Source: an optimization exercise on an open RTL-to-GDS flow (aim: small area). Production flows keep margins and buffers that such runs may drop. In this exercise RTL edits were held to simulation tests only and were not proved equivalent to the original. The clock port is modelled as an ideal driver; clocking choices that lean on that would not hold on a real chip.

## v6
==> flow/design.v <==
`timescale 1ns/1ns
`default_nettype none
package cf_pkg;
   localparam int num_slots   = 2;
   localparam int instr_w     = 32;
   localparam int addr_w      = 32;
   localparam int reg_addr_w  = 5;
   localparam int queue_depth = 4;
   localparam int wb_delay    = 2;    
endpackage
`default_nettype wire
`timescale 1ns/1ns
`default_nettype none
module cf_checker_top (
   input  logic             clk,
   input  logic             reset_,
   input  logic             cf_enable,
   input  logic [2:1]       commit,
   input  logic [2:1][31:0] slot_instr,
   input  logic [2:1][31:0] slot_pc,
   input  logic [2:1][2:0]  slot_isize,
   input  logic [2:1]       slot_taken,
   input  logic [2:1]       slot_is_dup,
   input  logic [2:1]       slot_received_kill,
   input  logic             dut_branch_taken,
   input  logic             rf_write_en,
   input  logic [4:0]       rf_write_rd,
   input  logic [31:0]      rf_write_data,
   output logic             rf_lock,
   output logic             rf_unlock,
   output logic             check_done,
   output logic             err_cf_dest,
   output logic             err_no_orig,
   output logic             err_link
);
   logic [6:0]  op1, op2;
   logic        cf1, cf2, found, sel_v, push, save, any_commit, same;
   logic [31:0] ins;
   logic [31:1] pc;
   logic        isz, dup, taken, br, adj;
   logic [1:0]  code;
   assign op1 = slot_instr[1][6:0];
   assign op2 = slot_instr[2][6:0];
   assign cf1 = commit[1] && (op1 == 7'b1100011 || op1 == 7'b1101111 || op1 == 7'b1100111);
   assign cf2 = commit[2] && (op2 == 7'b1100011 || op2 == 7'b1101111 || op2 == 7'b1100111);
   assign found = cf1 || cf2;
   assign ins   = cf1 ? slot_instr[1]       : slot_instr[2];
   assign pc    = cf1 ? slot_pc[1][31:1]    : slot_pc[2][31:1];
   assign isz   = cf1 ? slot_isize[1][2]    : slot_isize[2][2];
   assign dup   = cf1 ? slot_is_dup[1]      : slot_is_dup[2];
   assign taken = dup ? (dut_branch_taken || (cf1 ? slot_received_kill[1] : slot_received_kill[2]))
                      : (cf1 ? slot_taken[1] : slot_taken[2]);
   assign sel_v      = cf_enable && found;
   assign push       = sel_v && !dup;
   assign save       = sel_v && dup;
   assign any_commit = |commit;
   assign same       = cf1 && commit[2];    
   assign br   = !ins[2];                   
   assign adj  = br && !taken;              
   assign code = br ? {1'b0, taken} : {1'b1, ins[3]};
   logic [31:1] pc0;
   logic        isz0, adj0, chk0;
   logic [4:0]  rd0;
   always_ff @(posedge clk) begin
      if (sel_v) begin
         pc0  <= pc;
         isz0 <= isz;
         adj0 <= adj;
      end
      rd0  <= ins[11:7];
      chk0 <= reset_ && sel_v && ins[2] && (ins[11:7] != 5'd0);
   end
   logic [31:1] link0, base0;
   logic [31:2] ci;    
   always_comb begin
      logic [31:2] a;
      a[2] = isz0 || pc0[1];
      for (int i = 3; i <= 31; i++)
         a[i] = pc0[i-1];
      for (int l = 1; l < 32; l = l * 2)
         for (int j = 2 * l - 1; j < 30; j = j + 2 * l)
            a[j+2] = a[j+2] && a[j+2-l];
      for (int l = 8; l >= 1; l = l / 2)
         for (int j = 3 * l - 1; j < 30; j = j + 2 * l)
            a[j+2] = a[j+2] && a[j+2-l];
      ci = a;
      link0[1] = pc0[1] ^ !isz0;
      for (int i = 2; i <= 31; i++)
         link0[i] = pc0[i] ^ ci[i];
   end
   assign base0 = adj0 ? link0 : pc0;
   logic        chk1;
   logic [4:0]  rd1;
   logic [31:1] lk1;
   always_ff @(posedge clk) begin
      chk1 <= reset_ && chk0;
      rd1  <= rd0;
      lk1  <= link0;
   end
   assign rf_lock   = chk1 && rf_write_en && (rf_write_rd != 5'd0);
   assign rf_unlock = rf_write_en && !rf_lock;
   always_ff @(posedge clk) begin
      err_link <= reset_ && chk1 &&
                  (!rf_write_en || (rf_write_rd != rd1) || (rf_write_data != {lk1, 1'b0}));
   end
   logic [26:0] q_ins [0:3];
   logic [31:1] q_off [0:3];
   logic [2:0]  hp, tp;
   logic        pend, dpend, held, pm;
   logic [31:1] np;
   logic        empty, compare, pop, wr_off;
   logic [1:0]  nw, ha;
   logic [31:1] m, d;
   assign empty   = hp == tp;
   assign compare = held && any_commit;
   assign pop     = compare && !empty;
   assign wr_off  = (pend && any_commit) || dpend;
   assign nw      = tp[1:0] - 2'd1;
   assign ha      = hp[1:0] + {1'b0, pop};
   assign m       = dpend ? np : slot_pc[1][31:1];
   always_comb begin
      logic [31:0] g, p, gg, pp;
      g[0] = 1'b1;    
      p[0] = 1'b0;
      for (int i = 1; i <= 31; i++) begin
         g[i] = m[i] && !base0[i];
         p[i] = m[i] ^ !base0[i];
      end
      gg = g;
      pp = p;
      for (int l = 1; l < 32; l = l * 2)
         for (int i = 2 * l - 1; i < 32; i = i + 2 * l) begin
            gg[i] = gg[i] || (pp[i] && gg[i-l]);
            pp[i] = pp[i] && pp[i-l];
         end
      for (int l = 8; l >= 1; l = l / 2)
         for (int i = 3 * l - 1; i < 32; i = i + 2 * l) begin
            gg[i] = gg[i] || (pp[i] && gg[i-l]);
            pp[i] = pp[i] && pp[i-l];
         end
      for (int i = 1; i <= 31; i++)
         d[i] = p[i] ^ gg[i-1];
   end
   always_ff @(posedge clk) begin
      for (int i = 0; i < 4; i++) begin
         if (push && tp[1:0] == 2'(i))
            q_ins[i] <= {ins[31:7], code};
         if (wr_off && nw == 2'(i))
            q_off[i] <= d;
      end
      np <= slot_pc[2][31:1];
      if (save)
         pm <= q_ins[ha] != {ins[31:7], code};
   end
   always_ff @(posedge clk) begin
      if (!reset_) begin
         tp    <= '0;
         hp    <= '0;
         pend  <= 1'b0;
         dpend <= 1'b0;
         held  <= 1'b0;
      end else begin
         tp    <= tp + {2'd0, push};
         hp    <= hp + {2'd0, pop};
         pend  <= push ? !same : (pend && !any_commit);
         dpend <= push && same;
         held  <= save || (held && !any_commit);
      end
   end
   always_ff @(posedge clk) begin
      check_done  <= reset_ && compare;
      err_no_orig <= reset_ && compare && empty;
      err_cf_dest <= reset_ && compare && !empty && (pm || (d != q_off[hp[1:0]]));
   end
endmodule
`default_nettype wire
export LEC_CHECK = 0
export CAP_MARGIN = 20
export CORE_MARGIN = 2
export CORE_UTILIZATION = 70
export CTS_CLUSTER_DIAMETER = 80
export CTS_CLUSTER_SIZE = 30
export SLEW_MARGIN = 20
create_clock -name core_clock -period 8.0 [get_ports {clk}]
standard.sh (not shown) runs the stock make flow with config.mk's settings and CLKGATE_MAP_FILE= SYNTH_SCRIPT=/design/flow/synth_recipe.tcl, a recipe that flattens the netlist after the stock synthesis.
==> flow/flow/run.sh <==
#!/bin/bash
# Standard ORFS layout; the port buffers use the smallest buffer cell, clock
# tree synthesis adds no dummy loads.
set -euo pipefail
export BUFFER_PORTS_ARGS="-buffer_cell sky130_fd_sc_hd__buf_1"
export CTS_ARGS="-sink_clustering_enable -repair_clock_nets -sink_clustering_size 20 -sink_clustering_max_diameter 60 -buf_list sky130_fd_sc_hd__clkbuf_8 -root_buf sky130_fd_sc_hd__clkbuf_16 -dont_use_dummy_load"
bash standard.sh finish > standard.log 2>&1
v6 was carried through to the last stage, and its layout satisfied the timing, DRC and antenna checks.
Setup changes, v6 to v7
- clearing CTS_CLUSTER_SIZE, which used to be 30
- clearing CTS_CLUSTER_DIAMETER, which used to be 80
==> flow/flow/run.sh <==
#!/bin/bash
# Standard ORFS layout with these changes:
#  * synthesis is the standard flow's script with an area-oriented ABC mapping script
#    (flow/synth_area.tcl, flow/area.script), and adders are left to ABC as
#    plain gates (no ADDER_MAP_FILE); registers are mapped as usual;
#  * the port buffers use the smallest buffer cell;
#  * clock tree synthesis clusters up to 30 sinks and adds no dummy loads;
#  * after clock tree synthesis, cells with slack are downsized
#    (flow/post_cts.tcl).
set -euo pipefail
export BUFFER_PORTS_ARGS="-buffer_cell sky130_fd_sc_hd__buf_1"
export CTS_ARGS="-sink_clustering_enable -repair_clock_nets -sink_clustering_size 30 -sink_clustering_max_diameter 80 -dont_use_dummy_load"
export POST_CTS_TCL="$PWD/flow/post_cts.tcl"
bash standard.sh SYNTH_SCRIPT="$PWD/flow/synth_area.tcl" ADDER_MAP_FILE= finish > standard.log 2>&1
==> flow/flow/area.script (new file) <==
&get -n
&st
&dch -x
&nf -a -R 1000
&put
==> flow/flow/post_cts.tcl (new file) <==
# Area recovery after clock tree synthesis: downsize cells that have slack,
# then repair any slew or capacitance violation that left, and legalize.
log_cmd estimate_parasitics -placement
log_cmd repair_timing -recover_power 100 -verbose
log_cmd repair_design -verbose -cap_margin 20 -slew_margin 20
log_cmd detailed_placement
check_placement -verbose
==> flow/flow/synth_area.tcl (new file) <==
# The standard flow's synthesis script (synth_recipe.tcl), with ABC's mapping script replaced by area.script
# (beside this file).
set area_script [file join [file dirname [file normalize [info script]]] area.script]
proc synth {args} { yosys synth -nofsm -noshare {*}$args }
proc abc {args} {
  set i [lsearch -exact $args -script]
  if { $i >= 0 } { lset args [expr { $i + 1 }] $::area_script }
  yosys abc {*}$args
}
source $::env(SCRIPTS_DIR)/synth.tcl
# left out here: clear keep_hierarchy, flatten, clean up, hide names made inside functions, write 1_2_yosys.v
==> notes.md <==
v7 ended with every stage complete and zero timing, DRC or antenna violations.
Per the comparison of v7 with v6, least setup slack across all paths after layout lost 510 ps, slew at the pin closest to its max-slew limit climbed 4.2 ps, met3 capacity usage during global routing held.

afterwards: timing with drivers on the ports:
No port has a modelled driver above. Below, the same layouts with a new extraction and two added sets of constraints.
Step 1 (the two cells are an assumption about what drives the block):
set clk [get_ports {clk}]
set_driving_cell -lib_cell sky130_fd_sc_hd__clkbuf_16 $clk
set_driving_cell -lib_cell sky130_fd_sc_hd__buf_2 [delete_from_list [all_inputs] $clk]
Step 2, shift: input delay + t, output delay - t, t = (earliest + latest rising clock arrival at the registers) / 2. This alone moves slack from input paths to output paths.
Slacks: ideal ports / drivers / drivers and shift; pairs: ideal ports / drivers.
run	shift t [ns]	slack for setup (ns)	pins driven straight from the clock port
v6	0.540	1.352 / 1.352 / 1.352	1
v7	0.537	0.844 / 0.844 / 0.844	1
After both steps setup and hold are still met in every run listed.
